Background: an optimization exercise with open tools, aiming at small area, a short achievable clock period and few clock cycles per item. Do not read the settings as production practice.
Where RTL was checked, it was by simulation tests only, not by an equivalence proof against the original.
For runs 2 and 3, only the layout was checked, not whether the RTL still works.
Power and IR drop assume default switching activity.

==> design.v <==
module ysyx_25030085_mc_core #(
   parameter logic [31:0] RESET_PC = 32'h8000_0000,
   parameter int          NR_REGS  = 16
) (
   input  logic        clk,
   input  logic        rst,
   output logic        ifu_req_valid,
   input  logic        ifu_req_ready,
   output logic [31:0] ifu_req_addr,
   input  logic        ifu_rsp_valid,
   input  logic [31:0] ifu_rsp_inst,
   output logic [31:0] pc_out,
   output logic        commit_valid,
   output logic [31:0] commit_pc,
   output logic [4:0]  commit_rd,
   output logic [31:0] commit_wdata,
   output logic        halt,
   output logic        illegal
);
   localparam int AW = $clog2(NR_REGS);
   logic [31:0] r_pc;
   logic        r_busy;      
   logic        r_halt;
   logic        r_illegal;
   logic [31:0] r_gpr [1:NR_REGS-1];
   logic [NR_REGS-1:1] r_vld;
   logic [NR_REGS-1:0] w_wsel;    
   logic [31:0] w_rf [NR_REGS];   
   logic [NR_REGS-1:0] w_vld;
   logic [31:0] w_ir;
   logic [6:0]  w_op, w_f7;
   logic [4:0]  w_rd, w_rs1, w_rs2;
   logic [2:0]  w_f3;
   logic [31:0] w_imm_i, w_imm_u, w_imm_j;
   logic        w_addi, w_addsub, w_lui, w_auipc, w_jal, w_jalr, w_ebreak;
   logic        w_badreg, w_legal, w_wen;
   logic [31:0] w_a, w_b, w_x, w_y, w_pc4, w_res, w_npc;
   logic        w_use_rs2, w_sub;
   assign w_ir  = ifu_rsp_inst;
   assign w_op  = w_ir[6:0];
   assign w_rd  = w_ir[11:7];
   assign w_f3  = w_ir[14:12];
   assign w_rs1 = w_ir[19:15];
   assign w_rs2 = w_ir[24:20];
   assign w_f7  = w_ir[31:25];
   assign w_imm_i = {{20{w_ir[31]}}, w_ir[31:20]};
   assign w_imm_u = {w_ir[31:12], 12'b0};
   assign w_imm_j = {{12{w_ir[31]}}, w_ir[19:12],
                     w_ir[20], w_ir[30:21], 1'b0};
   assign w_addi   = (w_op == 7'h13) && (w_f3 == 3'd0);
   assign w_addsub = (w_op == 7'h33) && (w_f3 == 3'd0)
                     && (w_f7[6] == 1'b0) && (w_f7[4:0] == 5'd0);
   assign w_lui    = (w_op == 7'h37);
   assign w_auipc  = (w_op == 7'h17);
   assign w_jal    = (w_op == 7'h6f);
   assign w_jalr   = (w_op == 7'h67) && (w_f3 == 3'd0);
   assign w_ebreak = (w_ir == 32'h0010_0073);
   assign w_badreg = w_rd[4]
                   | ((w_addi | w_addsub | w_jalr) & w_rs1[4])
                   | (w_addsub & w_rs2[4]);
   assign w_legal  = (w_addi | w_addsub | w_lui | w_auipc
                     | w_jal | w_jalr | w_ebreak) & ~w_badreg;
   assign w_wen    = w_legal & (w_rd != 5'd0);
   assign w_a = w_vld[w_rs1[AW-1:0]] ? w_rf[w_rs1[AW-1:0]] : 32'd0;
   assign w_b = w_vld[w_rs2[AW-1:0]] ? w_rf[w_rs2[AW-1:0]] : 32'd0;
   assign w_use_rs2 = w_ir[5] & w_ir[4];            
   assign w_sub     = w_use_rs2 & w_ir[30];
   assign w_x   = w_a + (w_use_rs2 ? (w_b ^ {32{w_sub}}) : w_imm_i)
                      + {31'd0, w_sub};
   assign w_y   = r_pc + (w_ir[3] ? w_imm_j : w_imm_u);
   assign w_pc4 = r_pc + 32'd4;
   always_comb begin
      if (!w_ir[2])     w_res = w_x;         
      else if (w_ir[6]) w_res = w_pc4;       
      else if (w_ir[5]) w_res = w_imm_u;     
      else              w_res = w_y;         
      if (!(w_ir[2] & w_ir[6])) w_npc = w_pc4;
      else if (w_ir[3])         w_npc = w_y;                  
      else                      w_npc = {w_x[31:1], 1'b0};    
   end
   always_comb begin
      if (ifu_rsp_valid) begin
         ifu_req_valid = !r_halt && w_legal && !w_ebreak;
         ifu_req_addr  = w_npc;
      end else begin
         ifu_req_valid = !r_halt && !r_busy;
         ifu_req_addr  = r_pc;
      end
      commit_valid = ifu_rsp_valid && w_legal;
      commit_pc    = r_pc;
      commit_rd    = w_rd;
      commit_wdata = (w_rd != 5'd0) ? w_res : 32'd0;
      halt         = r_halt;
      illegal      = r_illegal;
      pc_out       = r_pc;
   end
   always_ff @(posedge clk or negedge rst) begin
      if (!rst) begin
         r_pc      <= RESET_PC;
         r_busy    <= 1'b0;
         r_halt    <= 1'b0;
         r_illegal <= 1'b0;
      end else begin
         if (ifu_req_valid && ifu_req_ready) r_busy <= 1'b1;
         else if (ifu_rsp_valid)             r_busy <= 1'b0;
         if (ifu_rsp_valid) begin
            if (!w_legal) begin
               r_halt    <= 1'b1;
               r_illegal <= 1'b1;
            end else if (w_ebreak) begin
               r_halt <= 1'b1;
            end else begin
               r_pc <= w_npc;
            end
         end
      end
   end
   assign w_wsel[0] = 1'b0;
   assign w_vld[0]  = 1'b0;
   assign w_rf[0]   = '0;
   for (genvar i = 1; i < NR_REGS; i++) begin : g_gpr
      assign w_wsel[i] = ifu_rsp_valid && w_wen && (w_rd[AW-1:0] == AW'(i));
      always_ff @(posedge clk or negedge rst) begin
         if (!rst)           r_vld[i] <= 1'b0;
         else if (w_wsel[i]) r_vld[i] <= 1'b1;
      end
      always_ff @(posedge clk) begin
         if (w_wsel[i]) r_gpr[i] <= w_res;
      end
      assign w_vld[i] = r_vld[i];
      assign w_rf[i]  = r_gpr[i];
   end
endmodule
==> constraint.sdc <==
create_clock -name core_clock -period 12.0 [get_ports {clk}]
set_input_delay 2.4000 -clock core_clock [delete_from_list [all_inputs] [get_ports {clk}]]
set_output_delay 2.4000 -clock core_clock [all_outputs]
set_load 0.01 [all_outputs]
==> config.mk <==
export PLATFORM = sky130hd
export DESIGN_NAME = ysyx_25030085_mc_core
export DESIGN_NICKNAME = ysyx_25030085_mc_core
export VERILOG_FILES = /design/flow/design.v
export SDC_FILE = /design/flow/constraint.sdc
export NUM_CORES = 4
export LEC_CHECK = 0
export CAP_MARGIN = 20
export CORE_MARGIN = 2
export CORE_UTILIZATION = 30
export SLEW_MARGIN = 20
==> run.sh <==
#!/bin/bash
# synth_recipe.tcl (not shown) runs the flow's synth.tcl, then flattens the netlist and writes it again
# the make line also repeats each setting of config.mk as NAME=value (left out here)
make -C /OpenROAD-flow-scripts/flow DESIGN_CONFIG=/design/flow/config.mk WORK_HOME=/design/flow/orfs CLKGATE_MAP_FILE= SYNTH_SCRIPT=/design/flow/synth_recipe.tcl finish
==> impl_metrics.json, run 1 <==
{
  "cts-resized-gates": 0,
  "wire_per_inst_um": 30.4,
  "placeableCoreArea_um2": 96700,
  "io_pins": 173,
  "numClockSinks": 530,
  "dpl.hpwl_um": 78800,
  "synth-seq-cells": 530,
  "power_density_nw_per_um2": 134,
  "initial_core_utilization_pct": 30.3,
  "clk-insertion-delay-late_ns": 0.66,
  "rows": 114,
  "io_buffers": 172,
  "yosys.area.top_type": "sky130_fd_sc_hd__edfxtp_1",
  "avgSynthCellArea_um2": 11.2,
  "dieHeight_um": 316,
  "clockBufferDepth": 3,
  "hold_start": "r_vld[2]$_DFFE_PN0P_",
  "detailedRoute.firstPassIterationCount": 9,
  "asyncSetResetFlopFracSynth_pct": 9.43,
  "cts_root_buf": "sky130_fd_sc_hd__clkbuf_16",
  "drc_errors": 0,
  "hold_path_class": "flop to flop",
  "power_leakage_nw": 12.0,
  "post_route_cells_drive_above_1_share_pct": 11.6,
  "max_cap_viols": 0,
  "max-vdd-ir-drop_mv": 0.121,
  "gr-total-overflow": 0,
  "grt_util_all_layers_pct": 23.9,
  "nNetsFinal": 2861,
  "part_of_the_yosys_area_used_for_sequential_elements_pct": 53.5,
  "fmaxAchievable_mhz": 87.9,
  "yosys_warnings": 3,
  "hold_violations": 0,
  "avgViaCountPerCell": 6.35,
  "total_cts_buffers": 54,
  "antenna_found_initial": 4,
  "num_antenna_cells": 0,
  "first_global_vias": 24800,
  "netlist.area_leader.share_pct": 49.2,
  "grt_pass1_wl_um": 175000,
  "wl_um": 124000,
  "clock-skew-final_ns": 0.0497,
  "most_used_standard_cell_by_instance_count_after_synthesis": "sky130_fd_sc_hd__edfxtp_1",
  "reg2reg_from": "r_vld[8]$_DFFE_PN0P_",
  "vias": 25900,
  "post_cts_hold_buffer_count": 0,
  "post-route-util_pct": 36.2,
  "worst_setup_hold_path_clk_slew_ns": 0.06,
  "timing.critical_path.from_type": "input pin",
  "final_number_of_setup_violating_endpoints": 0,
  "netlist_instances": 2627,
  "post_synthesis_cell_area_um2": 29300,
  "synth_edf_count": 480,
  "worst-endpoint-arrival_ns": 8.98,
  "worst_ep_required_time_ns": 9.60,
  "grt_setup_unrepaired": "no",
  "synth.cells.most_frequent": "sky130_fd_sc_hd__edfxtp_1 (480), sky130_fd_sc_hd__a22oi_1 (296), sky130_fd_sc_hd__nand2_1 (163), sky130_fd_sc_hd__nand3_1 (153), sky130_fd_sc_hd__o21ai_0 (141)",
  "setup.worst_path.end_class": "output pin",
  "die-width_um": 316,
  "max-slew-margin-rel_pct": 25.4,
  "timing_worst_slew_pin_value_ns": 1.12,
  "r2r_setup_slack_ns": 6.46,
  "post_cts_setup_buffers": 0,
  "ant_nets": 0,
  "critical_path_peak_fanout": 31,
  "grt_start_max_net_pins": 60,
  "period_minus_slack_ns": 11.38,
  "syn2layout_area_growth_pct": 19.5,
  "die-area_um2": 100000,
  "startpoint": "ifu_rsp_inst[23]",
  "synthDistinctLibCells": 90,
  "cts_tree": "yes",
  "synthTopCellsByArea": "sky130_fd_sc_hd__edfxtp_1 (49%), sky130_fd_sc_hd__a22oi_1 (7.6%), sky130_fd_sc_hd__dfrtp_1 (4.2%), sky130_fd_sc_hd__nand3_1 (2.6%), sky130_fd_sc_hd__ha_1 (2.6%)",
  "final.setup.tns_ns": 0,
  "run_status": "no timing/DRC/antenna violations",
  "place_congestion": 1.01,
  "postSynth.topFlopCell": "sky130_fd_sc_hd__edfxtp_1",
  "worstSetupPathType": "input pin to output pin",
  "drtIter0Drc": 4638,
  "timing.final.crit_share_pct": 94.8,
  "maxSlewViolCount": 0,
  "htree_num_levels": 2
}
power by group:
part / switching, mW / total [mW] / internal [mW]
combinational: 0.481 / 0.767 / 0.286
clock: 0.764 / 1.82 / 1.06
sequential: 0.0323 / 2.09 / 2.06
cell usage in the layout, fill, tap and decap left out, types with 33 or more instances in the layout:
master	count
sky130_fd_sc_hd__a221oi_1	48
sky130_fd_sc_hd__o21ai_0	135
sky130_fd_sc_hd__nand2_1	163
sky130_fd_sc_hd__edfxtp_1	480
sky130_fd_sc_hd__nand4_1	45
sky130_fd_sc_hd__nand3_1	153
sky130_fd_sc_hd__ha_1	61
sky130_fd_sc_hd__clkbuf_16	54
sky130_fd_sc_hd__xnor2_1	79
sky130_fd_sc_hd__buf_4	115
sky130_fd_sc_hd__nor2_4	33
sky130_fd_sc_hd__inv_1	42
sky130_fd_sc_hd__clkdlybuf4s50_1	168
sky130_fd_sc_hd__nor2_1	92
sky130_fd_sc_hd__a22oi_1	296
sky130_fd_sc_hd__a22o_1	51
sky130_fd_sc_hd__a21oi_1	111
sky130_fd_sc_hd__and2_1	36
sky130_fd_sc_hd__o21a_1	39
sky130_fd_sc_hd__dfrtp_1	49
sky130_fd_sc_hd__a222oi_1	63
cell families after synthesis:
logic type | synth area share, %
AO/OA/AOI/OAI | 23.3
AND/OR/NAND/NOR | 11.5
flip-flops | 53.5
buffers and inverters | 4.17
XOR/XNOR | 3.29
adder cells (fa/ha/maj) | 2.81
multiplexers | 1.46
worst paths after layout:
check	endpoint	cells after the start
worst max-delay path	commit_wdata[31]	23
worst min-delay path	r_vld[2]$_DFFE_PN0P_	1
worst max register to register	r_gpr[3][30]$_DFFE_PP_	17
worst min register to register	r_vld[2]$_DFFE_PN0P_	1
max in group asynchronous	r_pc[24]$_DFFE_PN0P_	2
min in group asynchronous	r_pc[7]$_DFFE_PN0P_	2
flip-flops by register name (all words and copies together), names as in the netlist:
| signal | flops |
|---|---|
| r_vld | 15 |
| r_busy | 1 |
| r_illegal | 1 |
| r_gpr | 480 |
| r_pc | 32 |
| r_halt | 1 |
metrics by stage:
step	area (µm²)	hold slack [ns]	cells	worst slack [ns]	total power, mW
after floorplan	29300	0.445	2627	2.67	2.55
after global placement	33100	0.469	3980	0.795	2.87
after detailed placement	33100	0.472	3980	0.790	2.87
after CTS	35000	0.487	4082	0.751	4.68
after global routing	35000	0.507	4083	0.385	4.81
final	35000	0.486	4083	0.619	4.68
cell type report:
type / count / area [µm²]
Tap cell: 1276 / 1600
Sequential cell: 530 / 15700
Inverter: 44 / 165
Timing Repair Buffer: 304 / 2910
Multi-Input combinational cell: 1827 / 12700
Clock inverter: 41 / 538
Clock buffer: 61 / 1390
Fill cell: 9415 / 61700
per-layer routing:
layer	share of wire, %	GRT usage, %	up-vias
li1	-	-	10700
met4	6.7	13.9	2
met1	36	29.6	12500
met2	45	38.2	2165
met5	0.010	0	-
met3	12	5.64	536
critical path, stage by stage:
cell                              delay [ns]
sky130_fd_sc_hd__clkdlybuf4s50_1        0.57
sky130_fd_sc_hd__buf_4                  0.26
sky130_fd_sc_hd__inv_1                  0.09
sky130_fd_sc_hd__nand2_1                0.28
sky130_fd_sc_hd__nor3_2                 0.10
sky130_fd_sc_hd__buf_12                 0.21
sky130_fd_sc_hd__a222oi_1               0.36
sky130_fd_sc_hd__nand3_1                0.14
sky130_fd_sc_hd__o21ai_0                0.48
sky130_fd_sc_hd__xnor2_1                0.24
sky130_fd_sc_hd__a21oi_1                0.12
sky130_fd_sc_hd__ha_1                   0.50
sky130_fd_sc_hd__nand4_1                0.26
sky130_fd_sc_hd__nor4_2                 0.44
sky130_fd_sc_hd__o311a_1                0.33
sky130_fd_sc_hd__nor3_1                 0.13
sky130_fd_sc_hd__a2111oi_2              0.45
sky130_fd_sc_hd__o211ai_1               0.21
sky130_fd_sc_hd__a211o_1                0.29
sky130_fd_sc_hd__nand3_1                0.12
sky130_fd_sc_hd__buf_4                  0.27
sky130_fd_sc_hd__and2_1                 0.18
sky130_fd_sc_hd__clkdlybuf4s50_1        0.53
Testbench counts, summed over its fixed seeds: cycles 32,451, instrs 32,387.
==> inputs of run 2 (changes only) <==
--- a/design.v
+++ b/design.v
@@ -35,6 +35,7 @@
    logic        w_addi, w_addsub, w_lui, w_auipc, w_jal, w_jalr, w_ebreak;
    logic        w_badreg, w_legal, w_wen;
-   logic [31:0] w_a, w_b, w_x, w_y, w_pc4, w_res, w_npc;
-   logic        w_use_rs2, w_sub;
+   logic [31:0] w_a, w_b, w_x, w_pc4, w_res, w_npc;
+   logic        w_use_rs2, w_sub, w_use_pc;
+   logic [31:0] w_bop;
    assign w_ir  = ifu_rsp_inst;
    assign w_op  = w_ir[6:0];
@@ -62,11 +63,22 @@
                      | w_jal | w_jalr | w_ebreak) & ~w_badreg;
    assign w_wen    = w_legal & (w_rd != 5'd0);
-   assign w_a = w_vld[w_rs1[AW-1:0]] ? w_rf[w_rs1[AW-1:0]] : 32'd0;
-   assign w_b = w_vld[w_rs2[AW-1:0]] ? w_rf[w_rs2[AW-1:0]] : 32'd0;
-   assign w_use_rs2 = w_ir[5] & w_ir[4];            
+   assign w_use_pc  = w_ir[2] & (w_ir[3] | ~w_ir[5]);  
+   assign w_use_rs2 = w_ir[5] & w_ir[4] & ~w_ir[2];  
    assign w_sub     = w_use_rs2 & w_ir[30];
-   assign w_x   = w_a + (w_use_rs2 ? (w_b ^ {32{w_sub}}) : w_imm_i)
-                      + {31'd0, w_sub};
-   assign w_y   = r_pc + (w_ir[3] ? w_imm_j : w_imm_u);
+   always_comb begin
+      w_a = w_use_pc ? r_pc : '0;
+      w_b = '0;
+      for (int i = 1; i < NR_REGS; i++) begin
+         w_a = w_a | (w_rf[i] & {32{!w_use_pc && w_vld[i]
+                                    && w_rs1[AW-1:0] == AW'(i)}});
+         w_b = w_b | (w_rf[i] & {32{w_vld[i] && w_rs2[AW-1:0] == AW'(i)}});
+      end
+   end
+   always_comb begin
+      if (w_use_rs2)               w_bop = w_b ^ {32{w_sub}};
+      else if (w_use_pc)           w_bop = w_ir[3] ? w_imm_j : w_imm_u;
+      else                         w_bop = w_imm_i;
+   end
+   assign w_x = w_a + w_bop + {31'd0, w_sub};
    assign w_pc4 = r_pc + 32'd4;
    always_comb begin
@@ -74,7 +86,7 @@
       else if (w_ir[6]) w_res = w_pc4;       
       else if (w_ir[5]) w_res = w_imm_u;     
-      else              w_res = w_y;         
+      else              w_res = w_x;         
       if (!(w_ir[2] & w_ir[6])) w_npc = w_pc4;
-      else if (w_ir[3])         w_npc = w_y;                  
+      else if (w_ir[3])         w_npc = w_x;                  
       else                      w_npc = {w_x[31:1], 1'b0};    
    end
--- a/config.mk
+++ b/config.mk
@@ -8,4 +8,5 @@
 export CAP_MARGIN = 20
 export CORE_MARGIN = 2
-export CORE_UTILIZATION = 30
+export CORE_UTILIZATION = 55
+export SETUP_SLACK_MARGIN = 5
 export SLEW_MARGIN = 20
==> impl_metrics.json, run 2 <==
{
  "reg2reg_depth": 23,
  "synth-adder-area-share_pct": 1.60,
  "avgViaCountPerCell": 7.83,
  "yosys.area_share.simple_pct": 11.5,
  "final.setup.tns_ns": 0,
  "most-common-layout-cells": "sky130_fd_sc_hd__edfxtp_1 (480), sky130_fd_sc_hd__buf_4 (253), sky130_fd_sc_hd__a22oi_1 (226), sky130_fd_sc_hd__nand2_1 (122), sky130_fd_sc_hd__buf_6 (83)",
  "switching_share_pct": 25.8,
  "reg_top3": "r_gpr: 480 flops, r_pc: 32 flops, r_vld: 15 flops",
  "detailedRoute.firstPassIterationCount": 12,
  "netlist.area_leader.share_pct": 53.8,
  "most_used_standard_cell_by_instance_count_after_synthesis": "sky130_fd_sc_hd__edfxtp_1",
  "cts_root_buf": "sky130_fd_sc_hd__clkbuf_16",
  "hold_path_class": "flop to flop",
  "maxSlewViolCount": 0,
  "startpoint": "ifu_rsp_inst[20]",
  "clk-insertion-delay-late_ns": 0.65,
  "power.share.combinational_pct": 14.4,
  "io_buffers": 172,
  "final_number_of_setup_violating_endpoints": 0,
  "post-layout-total-power_mw": 4.49,
  "p_int_mw": 3.33,
  "post_synthesis_cell_area_um2": 26800,
  "hold_violations": 0,
  "clock-skew-final_ns": 0.0205,
  "cp_common_cell": "sky130_fd_sc_hd__buf_6",
  "worstSetupPathType": "input pin to output pin",
  "crit_path_top_delay_cell": "sky130_fd_sc_hd__nand4_1",
  "place_congestion": 1.03,
  "vias": 25900,
  "ant_nets": 0,
  "run_status": "no timing/DRC/antenna violations",
  "worst-endpoint-arrival_ns": 7.04,
  "part_of_the_yosys_area_used_for_sequential_elements_pct": 58.4,
  "timing_worst_slew_pin_value_ns": 1.38,
  "drtIter0Drc": 5679,
  "synth.cells.most_frequent": "sky130_fd_sc_hd__edfxtp_1 (480), sky130_fd_sc_hd__a22oi_1 (237), sky130_fd_sc_hd__clkbuf_1 (144), sky130_fd_sc_hd__nand2_1 (131), sky130_fd_sc_hd__a21oi_1 (117)",
  "fmaxAchievable_mhz": 106,
  "placeableCoreArea_um2": 47900,
  "avgSynthCellArea_um2": 11.8,
  "crit_buf_inv": 9,
  "timing.final.crit_share_pct": 78.7,
  "synth.mux.area_fraction_pct": 1.05,
  "global_route.usage.met2_pct": 67.8,
  "setup.worst_path.end_class": "output pin",
  "syn2layout_area_growth_pct": 34.0,
  "synthDistinctLibCells": 79,
  "reg2reg_from": "r_vld[14]$_DFFE_PN0P_",
  "met1_usage_pct": 60.2,
  "die-width_um": 225,
  "largest_register_ff_count": 480,
  "yosys_warnings": 3,
  "mostFrequentLayoutCell": "sky130_fd_sc_hd__edfxtp_1",
  "rows": 80,
  "netlist_instances": 2264,
  "gr-total-overflow": 0,
  "grt_setup_unrepaired": "yes",
  "power_density_nw_per_um2": 125,
  "largest_family_of_logic_cells_by_synthesized_area": "compound AO/OA/AOI/OAI gates",
  "synth_edf_count": 480,
  "total_cts_buffers": 53,
  "die-area_um2": 50500,
  "worst_setup_hold_path_clk_slew_ns": 0.06,
  "grt_pass1_wl_um": 172000,
  "cts_tree": "yes",
  "clock_power_share_pct": 39.1,
  "critical_path_peak_fanout": 14,
  "first_global_vias": 24200,
  "timing.critical_path.depth": 26,
  "period_minus_slack_ns": 9.44,
  "post_cts_hold_buffer_count": 0,
  "postSynth.topFlopCell": "sky130_fd_sc_hd__edfxtp_1",
  "seq_power_share_pct": 46.5,
  "power.switching_mw": 1.16,
  "nNetsFinal": 2718,
  "initial_core_utilization_pct": 55.9,
  "drc_errors": 0,
  "global_route.peak_usage_layer": "met2",
  "wire_per_inst_um": 37.8,
  "power_leakage_nw": 12.6,
  "r2r_setup_slack_ns": 6.50,
  "yosys.area.top_type": "sky130_fd_sc_hd__edfxtp_1",
  "dp_slack_ns": 1.06,
  "registers.top_by_ff_count": "r_gpr",
  "fillers": 3102,
  "grt_start_max_net_pins": 56,
  "post_route_cells_drive_above_1_share_pct": 34.3,
  "synth_compound_gate_area_share_pct": 21.2,
  "asyncSetResetFlopFracSynth_pct": 9.43,
  "cp_top_family": "simple AND/OR/NAND/NOR gates",
  "grt_util_all_layers_pct": 48.1,
  "antenna_found_initial": 4,
  "grt_util_met3_pct": 21.8,
  "post-route-worst-setup-slack_ns": 2.56,
  "synth-seq-cells": 530,
  "numClockSinks": 530,
  "max-vdd-ir-drop_mv": 0.131,
  "regToRegEndpoint": "r_gpr[13][19]$_DFFE_PP_",
  "hold_start": "r_illegal$_DFFE_PN0P_",
  "synthTopCellsByArea": "sky130_fd_sc_hd__edfxtp_1 (54%), sky130_fd_sc_hd__a22oi_1 (6.6%), sky130_fd_sc_hd__dfrtp_1 (4.6%), sky130_fd_sc_hd__a221oi_1 (2.9%), sky130_fd_sc_hd__a222oi_1 (2.7%)",
  "clockBufferDepth": 3,
  "io_pins": 173,
  "worst_ep_required_time_ns": 9.60,
  "dieHeight_um": 225,
  "htree_num_levels": 2,
  "max-slew-margin-rel_pct": 7.14,
  "timing.critical_path.from_type": "input pin",
  "timing.critical_path.to": "ifu_req_addr[19]",
  "max_cap_viols": 0,
  "synth_xor_area_share_pct": 2.65,
  "dpl.hpwl_um": 71400,
  "wl_um": 125000,
  "slowest_delay_ns": 0.41
}
[run 2: how the worst min path moves through the flow]
| stage | endpoint | cells after the start |
|---|---|---|
| 2_1_floorplan | r_vld[1]$_DFFE_PN0P_ | 1 |
| 3_3_place_gp | r_illegal$_DFFE_PN0P_ | 1 |
| 3_5_place_dp | r_illegal$_DFFE_PN0P_ | 1 |
| 4_1_cts | r_illegal$_DFFE_PN0P_ | 1 |
| 5_1_grt | r_illegal$_DFFE_PN0P_ | 1 |
| 6_report | r_illegal$_DFFE_PN0P_ | 1 |
[run 2: logic make-up (layout without fill, tap and decap cells)]
logic type / after synthesis / after routing
and+or+nand+nor: 599 / 604
other: 0 / 1
xor gates and xnor gates: 81 / 81
DFF: 530 / 530
adders and majority gates: 33 / 33
AOI/OAI and AO/OA: 777 / 777
muxes: 27 / 27
buffers and inverters: 217 / 641
[run 2: final cells by class]
cell class              instances  area [µm²]  area share, %
multi-input cells            1522       12800           35.6
well taps                     615         769           2.14
clock buffers                  62        1360           3.78
inverters                      14        56.3          0.157
diodes                          1        2.50        0.00696
flip-flops and latches        530       15700           43.6
clock inverters                37         445           1.24
repair buffers                528        4840           13.5
[run 2: timing repair]
item / in CTS / in global routing
pin swaps: 137 / 131
gates resized for setup: 603 / 194
gates cloned: 8 / 2
buffers inserted: 172 / 75
setup endpoints to repair: 474 / 125
[run 2: routing by layer]
metal  up-vias  share of wire (%)
li1       9899                  -
met5         -              0.047
met1     12200                 32
met2      2990                 40
met4         4                8.7
met3       779                 19
[run 2: power by group through the flow]
stage	logic [mW]	registers, mW	clock network (mW)
3_3_place_gp	0.478	2.12	0
2_1_floorplan	0.275	2.11	0
4_1_cts	0.577	2.09	1.74
6_report	0.646	2.09	1.76
3_5_place_dp	0.484	2.12	0
5_1_grt	0.667	2.09	1.82
[run 2: per-stage QoR]
step	std cells	hold slack (ns)	instance area [µm²]	utilization, %
after floorplan	2264	0.445	27700	-
after global placement	2952	0.461	30000	62.6
after detailed placement	2952	0.468	30000	62.6
after CTS	3231	0.485	34800	72.5
after global routing	3308	0.502	35900	74.9
final	3309	0.496	35900	74.9
==> inputs of run 3 (changes only) <==
--- a/config.mk
+++ b/config.mk
@@ -9,4 +9,4 @@
 export CORE_MARGIN = 2
 export CORE_UTILIZATION = 55
-export SETUP_SLACK_MARGIN = 5
+export SETUP_SLACK_MARGIN = 2.5
 export SLEW_MARGIN = 20
==> impl_metrics.json, run 3 <==
{
  "run_status": "no timing/DRC/antenna violations",
  "final_number_of_setup_violating_endpoints": 0,
  "most-common-layout-cells": "sky130_fd_sc_hd__edfxtp_1 (480), sky130_fd_sc_hd__a22oi_1 (235), sky130_fd_sc_hd__buf_4 (194), sky130_fd_sc_hd__nand2_1 (128), sky130_fd_sc_hd__clkdlybuf4s50_1 (128)",
  "most_used_standard_cell_by_instance_count_after_synthesis": "sky130_fd_sc_hd__edfxtp_1",
  "yosys.area.top_type": "sky130_fd_sc_hd__edfxtp_1",
  "final_cell_area_um2": 33600,
  "fmaxAchievable_mhz": 105,
  "p_int_mw": 3.25,
  "critical_path_peak_fanout": 12,
  "synth.cells.most_frequent": "sky130_fd_sc_hd__edfxtp_1 (480), sky130_fd_sc_hd__a22oi_1 (237), sky130_fd_sc_hd__clkbuf_1 (144), sky130_fd_sc_hd__nand2_1 (131), sky130_fd_sc_hd__a21oi_1 (117)",
  "synthDistinctLibCells": 79,
  "worstSetupPathType": "input pin to flop",
  "largest_register_ff_count": 480,
  "cts_tree": "yes",
  "synth.mux.area_fraction_pct": 1.05,
  "met1_usage_pct": 61.1,
  "worst_setup_hold_path_clk_slew_ns": 0.06,
  "worst_ep_required_time_ns": 12.52,
  "vias": 24900,
  "gr-total-overflow": 0,
  "synth_xor_area_share_pct": 2.65,
  "timing_worst_slew_pin_value_ns": 1.14,
  "part_of_the_yosys_area_used_for_sequential_elements_pct": 58.4,
  "ant_nets": 0,
  "wl_um": 120000,
  "avgSynthCellArea_um2": 11.8,
  "worst-endpoint-arrival_ns": 10.01,
  "final.setup.tns_ns": 0,
  "grt_util_all_layers_pct": 45.7,
  "nNetsFinal": 2605,
  "dieHeight_um": 225,
  "slowest_delay_ns": 0.33,
  "drc_errors": 0,
  "die-width_um": 225,
  "detailedRoute.firstPassIterationCount": 13,
  "power.share.combinational_pct": 12.5,
  "timing.final.crit_share_pct": 79.1,
  "registers.top_by_ff_count": "r_gpr",
  "clockBufferDepth": 3,
  "maxSlewViolCount": 0,
  "max-slew-margin-rel_pct": 23.4,
  "wire_per_inst_um": 37.6,
  "post-layout-total-power_mw": 4.35,
  "power_leakage_nw": 11.6,
  "global_route.usage.met2_pct": 65.0,
  "hold_violations": 0,
  "max_cap_viols": 0,
  "cp_common_cell": "sky130_fd_sc_hd__buf_4",
  "avgViaCountPerCell": 7.78,
  "drtIter0Drc": 5620,
  "io_pins": 173,
  "power.switching_mw": 1.10,
  "reg_top3": "r_gpr: 480 flops, r_pc: 32 flops, r_vld: 15 flops",
  "asyncSetResetFlopFracSynth_pct": 9.43,
  "yosys_warnings": 3,
  "placed_cell_count": 2982,
  "numClockSinks": 530,
  "clk-insertion-delay-late_ns": 0.64,
  "rows": 80,
  "synth_compound_gate_area_share_pct": 21.2,
  "initial_core_utilization_pct": 55.9,
  "layoutNonFillerInstCount": 3200,
  "clock_power_share_pct": 39.5,
  "largest_family_of_logic_cells_by_synthesized_area": "compound AO/OA/AOI/OAI gates",
  "hold_path_class": "flop to flop",
  "timing.critical_path.from_type": "input pin",
  "seq_power_share_pct": 48.0,
  "netlist_instances": 2264,
  "crit_path_top_delay_cell": "sky130_fd_sc_hd__xnor2_2",
  "post_synthesis_cell_area_um2": 26800,
  "syn2layout_area_growth_pct": 25.5,
  "htree_num_levels": 2,
  "detailed_place.area_um2": 29600,
  "place_congestion": 1.01,
  "synth-adder-area-share_pct": 1.60,
  "r2r_setup_slack_ns": 4.13,
  "setup.worst_path.end_class": "flop",
  "die-area_um2": 50500,
  "grt_pass1_wl_um": 164000,
  "synth_edf_count": 480,
  "post_route_cells_drive_above_1_share_pct": 22.8,
  "io_buffers": 172,
  "mostFrequentLayoutCell": "sky130_fd_sc_hd__edfxtp_1",
  "switching_share_pct": 25.3,
  "global_route.peak_usage_layer": "met2",
  "cts_root_buf": "sky130_fd_sc_hd__clkbuf_16",
  "netlist.area_leader.share_pct": 53.8,
  "synthTopCellsByArea": "sky130_fd_sc_hd__edfxtp_1 (54%), sky130_fd_sc_hd__a22oi_1 (6.6%), sky130_fd_sc_hd__dfrtp_1 (4.6%), sky130_fd_sc_hd__a221oi_1 (2.9%), sky130_fd_sc_hd__a222oi_1 (2.7%)",
  "power_density_nw_per_um2": 129,
  "total_cts_buffers": 54,
  "post_cts_hold_buffer_count": 0,
  "grt_start_max_net_pins": 56,
  "yosys.area_share.simple_pct": 11.5,
  "dpl.hpwl_um": 74300,
  "max-vdd-ir-drop_mv": 0.131,
  "synth-seq-cells": 530,
  "placeableCoreArea_um2": 47900,
  "grt_setup_unrepaired": "yes",
  "antenna_found_initial": 3,
  "clock-skew-final_ns": 0.0332,
  "first_global_vias": 22700,
  "grt_util_met3_pct": 18.1,
  "period_minus_slack_ns": 9.49,
  "postSynth.topFlopCell": "sky130_fd_sc_hd__edfxtp_1"
}
-- run 3: cell counts after synthesis --
No cell type changed its count.
-- run 3: area by class of cell --
cell class | count | area, µm²
sequential | 530 | 15700
fill | 3423 | 14300
multi-input combinational | 1518 | 11500
timing repair buffer | 418 | 3880
clock buffer | 65 | 1390
tap | 615 | 769
clock inverter | 37 | 408
inverter | 14 | 55.1
antenna | 3 | 7.51
-- run 3: path summary, 6_finish.rpt --
check	start	end	depth (start not counted)
max	ifu_rsp_inst[21]	r_pc[27]$_DFFE_PN0P_	49
max reg2reg	r_vld[14]$_DFFE_PN0P_	r_pc[27]$_DFFE_PN0P_	47
min reg2reg	r_illegal$_DFFE_PN0P_	r_illegal$_DFFE_PN0P_	1
max in group asynchronous	rst	r_pc[17]$_DFFE_PN0P_	2
min	r_illegal$_DFFE_PN0P_	r_illegal$_DFFE_PN0P_	1
min in group asynchronous	rst	r_pc[7]$_DFFE_PN0P_	2
-- run 3: kinds of logic after synthesis --
group                      after synthesis
buffers and inverters                  217
AOI/OAI and AO/OA                      777
DFF                                    530
xor gates and xnor gates                81
muxes                                   27
and+or+nand+nor                        599
adders and majority gates               33
-- run 3: power groups by stage --
stage	logic (mW)	registers, mW	clock network (mW)
2_1_floorplan	0.237	2.11	0
3_3_place_gp	0.454	2.12	0
3_5_place_dp	0.457	2.12	0
4_1_cts	0.495	2.09	1.72
5_1_grt	0.565	2.09	1.79
6_report	0.543	2.09	1.72
-- run 3: metrics by stage --
| stage | hold slack (ns) | setup WS [ns] | utilization (%) |
|---|---|---|---|
| final | 0.479 | 2.51 | 70.2 |
| after detailed placement | 0.461 | 0.998 | 61.7 |
| after floorplan | 0.445 | 2.55 | - |
| after global placement | 0.470 | 1.03 | 61.7 |
| after CTS | 0.477 | 2.40 | 68.1 |
| after global routing | 0.497 | 2.41 | 70.2 |
-- run 3: critical path, delay by kind of cell --
family / cells / cell delay [ns]
and+or+nand+nor: 7 / 1.38
muxes: 2 / 0.44
adders and majority gates: 1 / 0.17
xor gates and xnor gates: 2 / 0.51
buffers and inverters: 31 / 3.92
AOI/OAI and AO/OA: 6 / 1.15
-- run 3: metal layers --
metal / wire length, µm / vias to the layer above
met5: 0 / -
met4: 8350 / 0
met3: 21900 / 617
met2: 49100 / 2796
met1: 40800 / 11800
li1: - / 9685
-- run 3: what timing repair did --
item,CTS,global route
buffers inserted,66,43
resized for setup,263,169
cloned,0,3
setup endpoints to repair,61,56
hold endpoints to repair,0,0
pin swaps,51,79
==> inputs of run 4 (changes only) <==
--- a/design.v
+++ b/design.v
@@ -20,4 +20,5 @@
    localparam int AW = $clog2(NR_REGS);
    logic [31:0] r_pc;
+   logic [31:1] r_pc_hi;    
    logic        r_busy;      
    logic        r_halt;
@@ -38,4 +39,5 @@
    logic        w_use_rs2, w_sub, w_use_pc;
    logic [31:0] w_bop;
+   logic [32:0] w_sum;
    assign w_ir  = ifu_rsp_inst;
    assign w_op  = w_ir[6:0];
@@ -80,5 +82,7 @@
       else                         w_bop = w_imm_i;
    end
-   assign w_x = w_a + w_bop + {31'd0, w_sub};
+   assign w_sum = {w_a, 1'b1} + {w_bop, w_sub};
+   assign w_x   = w_sum[32:1];
+   assign r_pc  = {r_pc_hi, 1'b0};
    assign w_pc4 = r_pc + 32'd4;
    always_comb begin
@@ -87,7 +91,6 @@
       else if (w_ir[5]) w_res = w_imm_u;     
       else              w_res = w_x;         
-      if (!(w_ir[2] & w_ir[6])) w_npc = w_pc4;
-      else if (w_ir[3])         w_npc = w_x;                  
-      else                      w_npc = {w_x[31:1], 1'b0};    
+      if (w_ir[2] & w_ir[6]) w_npc = {w_x[31:1], 1'b0};
+      else                   w_npc = w_pc4;
    end
    always_comb begin
@@ -109,5 +112,5 @@
    always_ff @(posedge clk or negedge rst) begin
       if (!rst) begin
-         r_pc      <= RESET_PC;
+         r_pc_hi   <= RESET_PC[31:1];
          r_busy    <= 1'b0;
          r_halt    <= 1'b0;
@@ -123,5 +126,5 @@
                r_halt <= 1'b1;
             end else begin
-               r_pc <= w_npc;
+               r_pc_hi <= w_npc[31:1];
             end
          end
--- a/config.mk
+++ b/config.mk
@@ -9,4 +9,5 @@
 export CORE_MARGIN = 2
 export CORE_UTILIZATION = 55
-export SETUP_SLACK_MARGIN = 2.5
+export SETUP_SLACK_MARGIN = 2
 export SLEW_MARGIN = 20
+export TNS_END_PERCENT = 5
==> impl_metrics.json, run 4 <==
{
  "wl_um": 115000,
  "asyncSetResetFlopFracSynth_pct": 9.26,
  "place_congestion": 1.02,
  "hold_path_class": "flop to flop",
  "worstSetupPathType": "input pin to output pin",
  "synth_edf_count": 480,
  "hold_violations": 0,
  "cts_tree": "yes",
  "drtIter0Drc": 5282,
  "syn2layout_area_growth_pct": 19.8,
  "grt_start_max_net_pins": 53,
  "placed_cell_count": 2936,
  "part_of_the_yosys_area_used_for_sequential_elements_pct": 58.3,
  "synth-seq-cells": 529,
  "largest_register_ff_count": 480,
  "power_density_nw_per_um2": 137,
  "most-common-layout-cells": "sky130_fd_sc_hd__edfxtp_1 (480), sky130_fd_sc_hd__a22oi_1 (224), sky130_fd_sc_hd__clkdlybuf4s50_1 (149), sky130_fd_sc_hd__nand2_1 (137), sky130_fd_sc_hd__buf_4 (130)",
  "max-slew-margin-rel_pct": 17.1,
  "die-width_um": 225,
  "yosys.area.top_type": "sky130_fd_sc_hd__edfxtp_1",
  "first_global_vias": 22300,
  "mostFrequentLayoutCell": "sky130_fd_sc_hd__edfxtp_1",
  "power_leakage_nw": 11.0,
  "grt_util_met3_pct": 19.2,
  "io_buffers": 169,
  "clock-skew-final_ns": 0.0224,
  "dpl.hpwl_um": 74000,
  "timing.critical_path.from_type": "input pin",
  "avgViaCountPerCell": 7.81,
  "vias": 23900,
  "setup.worst_path.end_class": "output pin",
  "max_cap_viols": 0,
  "synthDistinctLibCells": 80,
  "worst-endpoint-arrival_ns": 7.94,
  "most_used_standard_cell_by_instance_count_after_synthesis": "sky130_fd_sc_hd__edfxtp_1",
  "netlist_instances": 2235,
  "crit_path_top_delay_cell": "sky130_fd_sc_hd__dlygate4sd2_1",
  "met1_usage_pct": 57.7,
  "synthTopCellsByArea": "sky130_fd_sc_hd__edfxtp_1 (54%), sky130_fd_sc_hd__a22oi_1 (6.3%), sky130_fd_sc_hd__dfrtp_1 (4.5%), sky130_fd_sc_hd__a222oi_1 (2.8%), sky130_fd_sc_hd__a221oi_1 (2.3%)",
  "registers.top_by_ff_count": "r_gpr",
  "initial_core_utilization_pct": 55.9,
  "final_cell_area_um2": 32100,
  "final.setup.tns_ns": 0,
  "worst_setup_hold_path_clk_slew_ns": 0.06,
  "ant_nets": 0,
  "reg_top3": "r_gpr: 480 flops, r_pc_hi: 31 flops, r_vld: 15 flops",
  "period_minus_slack_ns": 10.34,
  "placeableCoreArea_um2": 47900,
  "grt_util_all_layers_pct": 44.9,
  "post_route_cells_drive_above_1_share_pct": 16.6,
  "wire_per_inst_um": 37.7,
  "total_cts_buffers": 54,
  "timing.final.crit_share_pct": 86.1,
  "whs_path_depth": 1,
  "dieHeight_um": 225,
  "detailedRoute.firstPassIterationCount": 13,
  "clockBufferDepth": 3,
  "gr-total-overflow": 0,
  "final_number_of_setup_violating_endpoints": 0,
  "die-area_um2": 50500,
  "post_cts_hold_buffer_count": 0,
  "antenna_found_initial": 5,
  "yosys_warnings": 3,
  "slowest_delay_ns": 0.65,
  "grt_setup_unrepaired": "yes",
  "postSynth.topFlopCell": "sky130_fd_sc_hd__edfxtp_1",
  "detailed_place.area_um2": 29400,
  "path_cells": "dlygate4sd2_1 > nor2b_1 > and3_4 > buf_4 > buf_4 > a222oi_1 > nand3_1 > a221oi_1 > nand3_2 > ha_4 > a21oi_1 > o21ai_0 > a31oi_1 > o211ai_1 > a41o_1 > a41o_1 > a221o_1 > xor2_2 > a21o_1 > and2_1 > clkdlybuf4s50_1",
  "htree_num_levels": 2,
  "numClockSinks": 529,
  "max-vdd-ir-drop_mv": 0.160,
  "nNetsFinal": 2464,
  "maxSlewViolCount": 0,
  "hold_slack_ns": 0.460,
  "netlist.area_leader.share_pct": 53.8,
  "reg2reg_depth": 18,
  "worst_ep_required_time_ns": 9.60,
  "grt_pass1_wl_um": 159000,
  "critical_path_peak_fanout": 13,
  "rows": 80,
  "cts_root_buf": "sky130_fd_sc_hd__clkbuf_16",
  "io_pins": 173,
  "run_status": "no timing/DRC/antenna violations",
  "fmaxAchievable_mhz": 96.7,
  "clk-insertion-delay-late_ns": 0.64,
  "avgSynthCellArea_um2": 12.0,
  "layoutNonFillerInstCount": 3057,
  "drc_errors": 0,
  "synth.cells.most_frequent": "sky130_fd_sc_hd__edfxtp_1 (480), sky130_fd_sc_hd__a22oi_1 (224), sky130_fd_sc_hd__nand2_1 (138), sky130_fd_sc_hd__clkbuf_1 (137), sky130_fd_sc_hd__a21oi_1 (105)",
  "timing_worst_slew_pin_value_ns": 1.24,
  "post_synthesis_cell_area_um2": 26800,
  "global_route.peak_usage_layer": "met2",
  "global_route.usage.met2_pct": 64.0
}
-- run 4: changes by cell type in the layout (fill, tap and decap cells not counted), moves of 12 or more --
| cell | change |
|---|---|
| sky130_fd_sc_hd__buf_6 | -28 |
| sky130_fd_sc_hd__a221oi_1 | -12 |
| sky130_fd_sc_hd__buf_4 | -64 |
| sky130_fd_sc_hd__or2_2 | -15 |
| sky130_fd_sc_hd__clkdlybuf4s50_1 | +21 |
| sky130_fd_sc_hd__a32oi_1 | +12 |
| sky130_fd_sc_hd__or2_1 | +14 |
-- run 4: cell families after synthesis --
family | count (synthesis) | synth area share, %
adders and majority gates | 33 | 1.57
muxes | 30 | 1.23
other | 1 | 0.0140
DFF | 529 | 58.3
xor gates and xnor gates | 89 | 2.91
buffers and inverters | 232 | 3.94
and+or+nand+nor | 573 | 11.1
AOI/OAI and AO/OA | 748 | 20.9
-- run 4: metrics by stage --
step                      setup slack, ns  power (mW)  util (%)
after floorplan                      2.82        2.36         -
after global placement              0.772        2.59      61.4
after detailed placement            0.786        2.59      61.4
after CTS                            1.74        4.36      66.2
after global routing                 1.55        4.49      67.0
final                                1.66        4.39      67.0
-- run 4: routing by layer --
| metal | share of wire [%] | wire length, µm |
|---|---|---|
| met5 | 0.055 | 63 |
| met3 | 18 | 20300 |
| met4 | 6.7 | 7770 |
| met2 | 41 | 47600 |
| met1 | 34 | 39600 |
-- run 4: power by group --
part | internal, mW | leakage [nW] | total [mW] | switching [mW]
Sequential | 2.05 | 4.98 | 2.09 | 0.0416
Combinational | 0.202 | 5.13 | 0.516 | 0.314
Clock | 1.04 | 0.908 | 1.78 | 0.748
Total | 3.29 | 11.0 | 4.39 | 1.10
-- run 4: worst max-delay path, delay by kind of cell --
kind / cells / cell delay [ns]
AO/OA/AOI/OAI: 10 / 2.30
XOR/XNOR: 1 / 0.20
adder cells (fa/ha/maj): 1 / 0.24
buffers and inverters: 4 / 1.67
AND/OR/NAND/NOR: 5 / 1.10
-- run 4: layout make-up --
class,count,area [µm²]
antenna,2,5.00
clock buffer,60,1400
clock inverter,41,492
fill,3624,15800
inverter,22,82.6
multi-input combinational,1476,10900
sequential,529,15600
tap,615,769
timing repair buffer,312,2850
-- run 4: repair_timing --
| item | CTS | global route |
|---|---|---|
| gates resized for setup | 104 | 72 |
| setup endpoints to repair | 57 | 56 |
| setup buffers | 10 | 8 |
| pin swaps | 28 | 26 |
-- run 4: final timing paths --
path / slack (ns) / startpoint / end
setup reg to reg: 6.67 / r_vld[14]$_DFFE_PN0P_ / r_gpr[15][29]$_DFFE_PP_
max in group asynchronous: 9.62 / rst / r_pc_hi[24]$_DFFE_PN0P_
setup / recovery: 1.66 / ifu_rsp_inst[17] / commit_wdata[29]
min in group asynchronous: 1.90 / rst / r_busy$_DFFE_PN0P_
hold reg to reg: 0.46 / r_illegal$_DFFE_PN0P_ / r_illegal$_DFFE_PN0P_
hold / removal: 0.46 / r_illegal$_DFFE_PN0P_ / r_illegal$_DFFE_PN0P_
Testbench counts of run 4, summed over its fixed seeds: cycles 32,451, instrs 32,387.
==> inputs of run 5 (changes only) <==
==> flow/run.sh (new file) <==
#!/bin/bash
# The standard layout (the standard.sh, standard synthesis unchanged),
# with two changes to how the layout is made:
#  - clock tree: clkbuf_8 buffers in clusters of up to 10 sinks and no dummy
#    loads, so the tree needs fewer and smaller buffers;
#  - port buffers: every input and output port still gets its own buffer,
#    but it starts as buf_1 (timing repair resizes it where needed).
# Each tool's full output goes to the ORFS logs under orfs/logs; make's own
# output goes to flow_make.log here.
set -euo pipefail
bash standard.sh \
  CTS_ARGS="-sink_clustering_enable -repair_clock_nets -dont_use_dummy_load -buf_list sky130_fd_sc_hd__clkbuf_8 -sink_clustering_size 10 -sink_clustering_max_diameter 50" \
  BUFFER_PORTS_ARGS="-buffer_cell sky130_fd_sc_hd__buf_1" \
  finish > flow_make.log 2>&1
==> standard.sh (new file) <==
#!/bin/bash
# synth_recipe.tcl (not shown) runs the flow's synth.tcl, then flattens the netlist and writes it again
# the make line also repeats each setting of config.mk as NAME=value (left out here)
make -C /OpenROAD-flow-scripts/flow DESIGN_CONFIG=/design/flow/config.mk WORK_HOME=/design/flow/orfs CLKGATE_MAP_FILE= SYNTH_SCRIPT=/design/flow/synth_recipe.tcl "${@:-finish}"
--- a/config.mk
+++ b/config.mk
@@ -9,5 +9,4 @@
 export CORE_MARGIN = 2
 export CORE_UTILIZATION = 55
-export SETUP_SLACK_MARGIN = 2
+export SETUP_SLACK_MARGIN = 3
 export SLEW_MARGIN = 20
-export TNS_END_PERCENT = 5
removed: run.sh
==> impl_metrics.json, run 5 <==
{
  "run_status": "no timing/DRC/antenna violations",
  "setup.worst_path.end_class": "output pin",
  "final.setup.tns_ns": 0,
  "timing.critical_path.from_type": "input pin",
  "worst_ep_required_time_ns": 9.60,
  "die-width_um": 225,
  "numClockSinks": 529,
  "rows": 80,
  "reg2reg_from": "r_vld[6]$_DFFE_PN0P_",
  "clock-skew-final_ns": 0.0884,
  "yosys.area.top_type": "sky130_fd_sc_hd__edfxtp_1",
  "dieHeight_um": 225,
  "postSynth.topFlopCell": "sky130_fd_sc_hd__edfxtp_1",
  "reg_top3": "r_gpr: 480 flops, r_pc_hi: 31 flops, r_vld: 15 flops",
  "grt_setup_unrepaired": "yes",
  "post_synthesis_cell_area_um2": 26800,
  "wire_per_inst_um": 39.7,
  "largest_register_ff_count": 480,
  "netlist.area_leader.share_pct": 53.8,
  "detailed_place.area_um2": 28200,
  "post-route-worst-setup-slack_ns": 2.58,
  "timing.final.crit_share_pct": 78.5,
  "startpoint": "ifu_rsp_inst[17]",
  "cts_root_buf": "sky130_fd_sc_hd__clkbuf_8",
  "drtIter0Drc": 5694,
  "antenna_found_initial": 6,
  "htree_num_levels": 3,
  "hold_path_class": "flop to flop",
  "registers.top_by_ff_count": "r_gpr",
  "final_number_of_setup_violating_endpoints": 0,
  "io_buffers": 169,
  "io_pins": 173,
  "gr-total-overflow": 0,
  "maxSlewViolCount": 0,
  "detailedRoute.firstPassIterationCount": 13,
  "synthTopCellsByArea": "sky130_fd_sc_hd__edfxtp_1 (54%), sky130_fd_sc_hd__a22oi_1 (6.3%), sky130_fd_sc_hd__dfrtp_1 (4.5%), sky130_fd_sc_hd__a222oi_1 (2.8%), sky130_fd_sc_hd__a221oi_1 (2.3%)",
  "critical_path_peak_fanout": 7,
  "first_global_vias": 23200,
  "post-layout-total-power_mw": 3.77,
  "part_of_the_yosys_area_used_for_sequential_elements_pct": 58.3,
  "drc_errors": 0,
  "place_congestion": 1.02,
  "grt_start_max_net_pins": 53,
  "max-slew-margin-rel_pct": 22.5,
  "most-common-layout-cells": "sky130_fd_sc_hd__edfxtp_1 (480), sky130_fd_sc_hd__a22oi_1 (224), sky130_fd_sc_hd__buf_4 (209), sky130_fd_sc_hd__buf_1 (131), sky130_fd_sc_hd__nand2_1 (130)",
  "initial_core_utilization_pct": 55.9,
  "layoutNonFillerInstCount": 3151,
  "synth_edf_count": 480,
  "power_leakage_nw": 11.2,
  "placeableCoreArea_um2": 47900,
  "vias": 25100,
  "post_route_cells_drive_above_1_share_pct": 26.2,
  "ant_nets": 0,
  "clockBufferDepth": 3,
  "hold_start": "r_illegal$_DFFE_PN0P_",
  "post_cts_hold_buffer_count": 0,
  "avgSynthCellArea_um2": 12.0,
  "total_cts_buffers": 67,
  "most_used_standard_cell_by_instance_count_after_synthesis": "sky130_fd_sc_hd__edfxtp_1",
  "timing_worst_slew_pin_value_ns": 1.16,
  "syn2layout_area_growth_pct": 21.1,
  "grt_util_all_layers_pct": 48.4,
  "die-area_um2": 50500,
  "clk-insertion-delay-late_ns": 0.70,
  "mostFrequentLayoutCell": "sky130_fd_sc_hd__edfxtp_1",
  "yosys_warnings": 3,
  "hold_violations": 0,
  "wl_um": 125000,
  "worstSetupPathType": "input pin to output pin",
  "netlist_instances": 2235,
  "placed_cell_count": 2908,
  "power_density_nw_per_um2": 116,
  "avgViaCountPerCell": 7.98,
  "synth.cells.most_frequent": "sky130_fd_sc_hd__edfxtp_1 (480), sky130_fd_sc_hd__a22oi_1 (224), sky130_fd_sc_hd__nand2_1 (138), sky130_fd_sc_hd__clkbuf_1 (137), sky130_fd_sc_hd__a21oi_1 (105)",
  "asyncSetResetFlopFracSynth_pct": 9.26,
  "grt_pass1_wl_um": 170000,
  "cts_tree": "yes",
  "worst_setup_hold_path_clk_slew_ns": 0.06,
  "synthDistinctLibCells": 80,
  "max_cap_viols": 0,
  "final_cell_area_um2": 32500,
  "max-vdd-ir-drop_mv": 0.0947,
  "nNetsFinal": 2599,
  "worst-endpoint-arrival_ns": 7.02,
  "dpl.hpwl_um": 73700,
  "synth-seq-cells": 529,
  "fmaxAchievable_mhz": 106,
  "dp_slack_ns": 0.921,
  "period_minus_slack_ns": 9.42
}
run 5: cell counts after synthesis:
No cell type changed its count.
run 5: final cells by class:
cell class,count,area [µm²]
Tap cell,615,769
Fill cell,3522,15500
Antenna cell,8,20.0
Sequential cell,529,15600
Timing Repair Buffer,431,3240
Inverter,22,82.6
Multi-Input combinational cell,1479,11800
Clock buffer,67,922
run 5: timing repair:
| item | CTS | global route |
|---|---|---|
| setup endpoints to repair | 62 | 51 |
| gates cloned | 5 | 2 |
| pin swaps | 90 | 122 |
| resized for setup | 277 | 177 |
| buffers inserted | 93 | 67 |
run 5: cell families (layout without fill, tap and decap cells):
| family | after synthesis | after routing | synth area share [%] |
|---|---|---|---|
| AND/OR/NAND/NOR | 573 | 576 | 11.1 |
| buffers and inverters | 232 | 520 | 3.94 |
| multiplexers | 30 | 30 | 1.23 |
| adder cells (fa/ha/maj) | 33 | 33 | 1.57 |
| flip-flops | 529 | 529 | 58.3 |
| AO/OA/AOI/OAI | 748 | 748 | 20.9 |
| XOR/XNOR | 89 | 89 | 2.91 |
| other | 1 | 11 | 0.0140 |
run 5: where the power goes:
part           internal, mW  switching, mW  leakage (nW)
clock network         0.495          0.624         0.482
logic                 0.200          0.356          5.74
registers              2.05         0.0431          4.98
total                  2.75           1.02          11.2
run 5: per-stage QoR:
stage,utilization (%),hold WS (ns)
2_1_floorplan,-,0.439
4_1_cts,64.7,0.485
5_1_grt,67.7,0.494
6_report,67.7,0.481
3_5_place_dp,58.8,0.473
3_3_place_gp,58.8,0.462
run 5: metal layers:
layer / part of all wire (%) / track usage [%] / up-vias
li1: - / - / 9513
met1: 33 / 59.6 / 12000
met2: 40 / 67.5 / 2813
met3: 18 / 24.3 / 798
met4: 8.4 / 29.8 / 8
met5: 0.079 / 0.978 / -
run 5: critical path, cell delays in order:
cell                       delay, ns
sky130_fd_sc_hd__clkbuf_4       0.18
sky130_fd_sc_hd__buf_12         0.15
sky130_fd_sc_hd__buf_4          0.14
sky130_fd_sc_hd__nor2b_1        0.86
sky130_fd_sc_hd__a32oi_1        0.19
sky130_fd_sc_hd__nor3_1         0.38
sky130_fd_sc_hd__a21oi_1        0.08
sky130_fd_sc_hd__nand4_1        0.26
sky130_fd_sc_hd__ha_2           0.41
sky130_fd_sc_hd__a21oi_1        0.25
sky130_fd_sc_hd__o21bai_1       0.10
sky130_fd_sc_hd__a21oi_1        0.20
sky130_fd_sc_hd__o31ai_1        0.10
sky130_fd_sc_hd__a21o_1         0.21
sky130_fd_sc_hd__a221oi_4       0.35
sky130_fd_sc_hd__xnor2_2        0.19
sky130_fd_sc_hd__a21oi_2        0.10
sky130_fd_sc_hd__mux2_4         0.32
sky130_fd_sc_hd__buf_6          0.12
run 5: final timing paths:
path	endpoint	slack, ns	depth (start not counted)
min reg2reg	r_illegal$_DFFE_PN0P_	0.48	1
max	ifu_req_addr[31]	2.58	19
min	r_illegal$_DFFE_PN0P_	0.48	1
max reg2reg	r_gpr[2][28]$_DFFE_PP_	6.61	18
min in group asynchronous	r_vld[5]$_DFFE_PN0P_	1.89	2
max in group asynchronous	r_pc_hi[21]$_DFFE_PN0P_	9.60	2
==> inputs of run 6 (changes only) <==
==> flow/run.sh (replaced) <==
#!/bin/bash
# The standard layout (the standard.sh, standard synthesis unchanged),
# with these changes to how the layout is made:
#  - clock tree: clkbuf_8 buffers in clusters of up to 10 sinks and no dummy
#    loads, so the tree needs fewer and smaller buffers;
#  - port buffers: every input and output port still gets its own buffer,
#    but it starts as buf_1 (timing repair resizes it where needed);
set -euo pipefail
ARGS=(
  CTS_ARGS="-sink_clustering_enable -repair_clock_nets -dont_use_dummy_load -buf_list sky130_fd_sc_hd__clkbuf_8 -sink_clustering_size 10 -sink_clustering_max_diameter 50"
  BUFFER_PORTS_ARGS="-buffer_cell sky130_fd_sc_hd__buf_1"
)
bash standard.sh "${ARGS[@]}" cts > flow_make_cts.log 2>&1
bash standard.sh "${ARGS[@]}" SETUP_SLACK_MARGIN=2.6 finish > flow_make_finish.log 2>&1
==> impl_metrics.json, run 6 <==
{
  "crit_path_top_delay_cell": "sky130_fd_sc_hd__nor2b_1",
  "nNetsFinal": 2554,
  "fillers": 3645,
  "drtIter0Drc": 5811,
  "post_synthesis_cell_area_um2": 26800,
  "cp_top_family": "compound AO/OA/AOI/OAI gates",
  "synth_edf_count": 480,
  "most_used_standard_cell_by_instance_count_after_synthesis": "sky130_fd_sc_hd__edfxtp_1",
  "wl_um": 124000,
  "die-width_um": 225,
  "final.setup.tns_ns": 0,
  "worst-endpoint-arrival_ns": 6.98,
  "timing.critical_path.from_type": "input pin",
  "grt_util_all_layers_pct": 48.4,
  "drc_errors": 0,
  "clk-insertion-delay-late_ns": 0.71,
  "gr-total-overflow": 0,
  "avgViaCountPerCell": 7.97,
  "syn2layout_area_growth_pct": 17.0,
  "part_of_the_yosys_area_used_for_sequential_elements_pct": 58.3,
  "post_cts_hold_buffer_count": 0,
  "worstSetupPathType": "input pin to output pin",
  "first_global_vias": 23200,
  "asyncSetResetFlopFracSynth_pct": 9.26,
  "io_pins": 173,
  "synth-seq-cells": 529,
  "initial_core_utilization_pct": 55.9,
  "yosys_warnings": 3,
  "post_route_cells_drive_above_1_share_pct": 21.1,
  "maxSlewViolCount": 0,
  "ff_latch_area_um2": 15600,
  "place_congestion": 1.02,
  "mostFrequentLayoutCell": "sky130_fd_sc_hd__edfxtp_1",
  "avgSynthCellArea_um2": 12.0,
  "power_density_nw_per_um2": 118,
  "largest_register_ff_count": 480,
  "period_minus_slack_ns": 9.38,
  "timing_worst_slew_pin_value_ns": 1.15,
  "netlist_instances": 2235,
  "ant_nets": 0,
  "hold_violations": 0,
  "htree_num_levels": 3,
  "wire_per_inst_um": 40.0,
  "clock-skew-final_ns": 0.0855,
  "hold_path_class": "flop to flop",
  "dieHeight_um": 225,
  "cp_common_cell": "sky130_fd_sc_hd__a21oi_1",
  "antenna_found_initial": 7,
  "grt_start_max_net_pins": 53,
  "rows": 80,
  "registers.top_by_ff_count": "r_gpr",
  "clockBufferDepth": 3,
  "placeableCoreArea_um2": 47900,
  "yosys.area.top_type": "sky130_fd_sc_hd__edfxtp_1",
  "reg_top3": "r_gpr: 480 flops, r_pc_hi: 31 flops, r_vld: 15 flops",
  "cts_tree": "yes",
  "synthDistinctLibCells": 80,
  "run_status": "no timing/DRC/antenna violations",
  "max_cap_viols": 0,
  "path_cells": "clkbuf_4 > buf_12 > buf_4 > nor2b_1 > a32oi_1 > nor3_1 > a21oi_1 > nand4_1 > ha_1 > a21oi_1 > o21bai_1 > a21oi_1 > o31ai_1 > a21o_1 > a221oi_4 > xnor2_2 > a21oi_2 > mux2_4 > buf_2",
  "total_cts_buffers": 67,
  "most-common-layout-cells": "sky130_fd_sc_hd__edfxtp_1 (480), sky130_fd_sc_hd__a22oi_1 (224), sky130_fd_sc_hd__buf_4 (175), sky130_fd_sc_hd__buf_1 (145), sky130_fd_sc_hd__nand2_1 (136)",
  "synth.cells.most_frequent": "sky130_fd_sc_hd__edfxtp_1 (480), sky130_fd_sc_hd__a22oi_1 (224), sky130_fd_sc_hd__nand2_1 (138), sky130_fd_sc_hd__clkbuf_1 (137), sky130_fd_sc_hd__a21oi_1 (105)",
  "max-vdd-ir-drop_mv": 0.0946,
  "postSynth.topFlopCell": "sky130_fd_sc_hd__edfxtp_1",
  "multiInputGateArea_um2": 11200,
  "vias": 24700,
  "worst_setup_hold_path_clk_slew_ns": 0.06,
  "die-area_um2": 50500,
  "synthTopCellsByArea": "sky130_fd_sc_hd__edfxtp_1 (54%), sky130_fd_sc_hd__a22oi_1 (6.3%), sky130_fd_sc_hd__dfrtp_1 (4.5%), sky130_fd_sc_hd__a222oi_1 (2.8%), sky130_fd_sc_hd__a221oi_1 (2.3%)",
  "detailedRoute.firstPassIterationCount": 9,
  "grt_pass1_wl_um": 170000,
  "crit_buf_inv": 4,
  "hold_slack_ns": 0.484,
  "worst_ep_required_time_ns": 9.60,
  "fmaxAchievable_mhz": 107,
  "final_number_of_setup_violating_endpoints": 0,
  "timing.final.crit_share_pct": 78.2,
  "slowest_delay_ns": 0.87,
  "numClockSinks": 529,
  "dpl.hpwl_um": 73700,
  "max-slew-margin-rel_pct": 23.3,
  "netlist.area_leader.share_pct": 53.8,
  "power_leakage_nw": 10.7,
  "critical_path_peak_fanout": 7,
  "grt_setup_unrepaired": "yes",
  "io_buffers": 169,
  "cts_root_buf": "sky130_fd_sc_hd__clkbuf_8",
  "setup.worst_path.end_class": "output pin"
}
## run 6: routing by layer
layer	part of all wire [%]	vias to the layer above	global-route usage, %
met5	0.11	-	0.978
met4	7.9	10	29.8
met3	18	718	24.3
met2	40	2767	67.5
met1	33	11800	59.6
li1	-	9417	-
## run 6: layout make-up
| type | instances | area share (%) |
|---|---|---|
| Sequential cell | 529 | 49.8 |
| Multi-Input combinational cell | 1479 | 35.8 |
| Timing Repair Buffer | 386 | 8.69 |
| Clock buffer | 67 | 2.94 |
| Tap cell | 615 | 2.45 |
| Inverter | 22 | 0.263 |
| Antenna cell | 4 | 0.0319 |
## run 6: path summary, 6_finish.rpt
check                                      start  slack [ns]  cells past startpoint                       to
min in group asynchronous                    rst        1.88                      2     r_vld[9]$_DFFE_PN0P_
hold reg to reg            r_illegal$_DFFE_PN0P_        0.48                      1    r_illegal$_DFFE_PN0P_
max in group asynchronous                    rst        9.60                      2  r_pc_hi[21]$_DFFE_PN0P_
setup reg to reg            r_vld[6]$_DFFE_PN0P_        6.63                     19   r_gpr[2][28]$_DFFE_PP_
setup / recovery                ifu_rsp_inst[17]        2.62                     19         ifu_req_addr[31]
hold / removal             r_illegal$_DFFE_PN0P_        0.48                      1    r_illegal$_DFFE_PN0P_
## run 6: kinds of logic after synthesis
kind of cell / share of synthesized area (%)
other: 0.0140
AO/OA/AOI/OAI: 20.9
adder cells (fa/ha/maj): 1.57
AND/OR/NAND/NOR: 11.1
flip-flops: 58.3
buffers and inverters: 3.94
XOR/XNOR: 2.91
multiplexers: 1.23
## run 6: per-stage QoR
stage | instances | utilization [%] | setup slack (ns) | instance area (µm²) | power [mW]
3_5_place_dp | 2908 | 58.8 | 0.921 | 28200 | 2.54
3_3_place_gp | 2908 | 58.8 | 1.06 | 28200 | 2.53
2_1_floorplan | 2237 | - | 3.00 | 26800 | 2.36
5_1_grt | 3098 | 65.4 | 2.55 | 31400 | 3.80
4_1_cts | 3073 | 64.7 | 2.89 | 31000 | 3.68
6_report | 3102 | 65.4 | 2.62 | 31400 | 3.72
## run 6: where the power goes
group / switching (mW) / leakage, nW / internal, mW / total [mW]
Combinational: 0.337 / 5.23 / 0.169 / 0.506
Sequential: 0.0428 / 4.98 / 2.05 / 2.09
Clock: 0.623 / 0.482 / 0.495 / 1.12
## run 6: repair_timing
item                       CTS  global route
pin swaps                   90            37
gates cloned                 5             1
buffers inserted            93            23
setup endpoints to repair   62            16
gates resized for setup    277            17

static timing again, ports no longer ideal:
How much do the figures lean on ideal ports? The routed layouts below were timed once more, with nothing changed but the port constraints.
Step 1: set_driving_cell puts a clkbuf_16 on clk and a buf_2 on each other input, an assumption about the parent block.
Step 2 moves the port delays by t, midway between the first and last clock arrival at a register: inputs arrive t later, outputs are due t later. That takes back most of the time a late clock gives input paths.
a / b / c = ideal ports / drivers / drivers and shift; a / b = the first two.
run | t, ns | setup WS [ns] | hold slack, ns | worst register clock-pin slew, ns
run 1 | 0.710 | 0.619 / 0.597 / 0.597 | 0.486 / 0.486 / 0.486 | 0.07 / 0.07
run 2 | 0.705 | 2.556 / 2.503 / 2.503 | 0.496 / 0.496 / 0.496 | 0.07 / 0.07
run 3 | 0.685 | 2.508 / 2.513 / 1.854 | 0.479 / 0.479 / 0.479 | 0.07 / 0.07
run 4 | 0.694 | 1.663 / 1.633 / 1.633 | 0.460 / 0.460 / 0.460 | 0.07 / 0.07
run 5 | 0.726 | 2.582 / 2.550 / 2.550 | 0.481 / 0.481 / 0.481 | 0.08 / 0.08
run 6 | 0.736 | 2.618 / 2.586 / 2.586 | 0.484 / 0.484 / 0.484 | 0.08 / 0.08
After both steps every run listed still meets setup and hold. The setup slack of run 3, which loses most, moves by +0.005 ns with the drivers and by -0.654 ns with both steps.
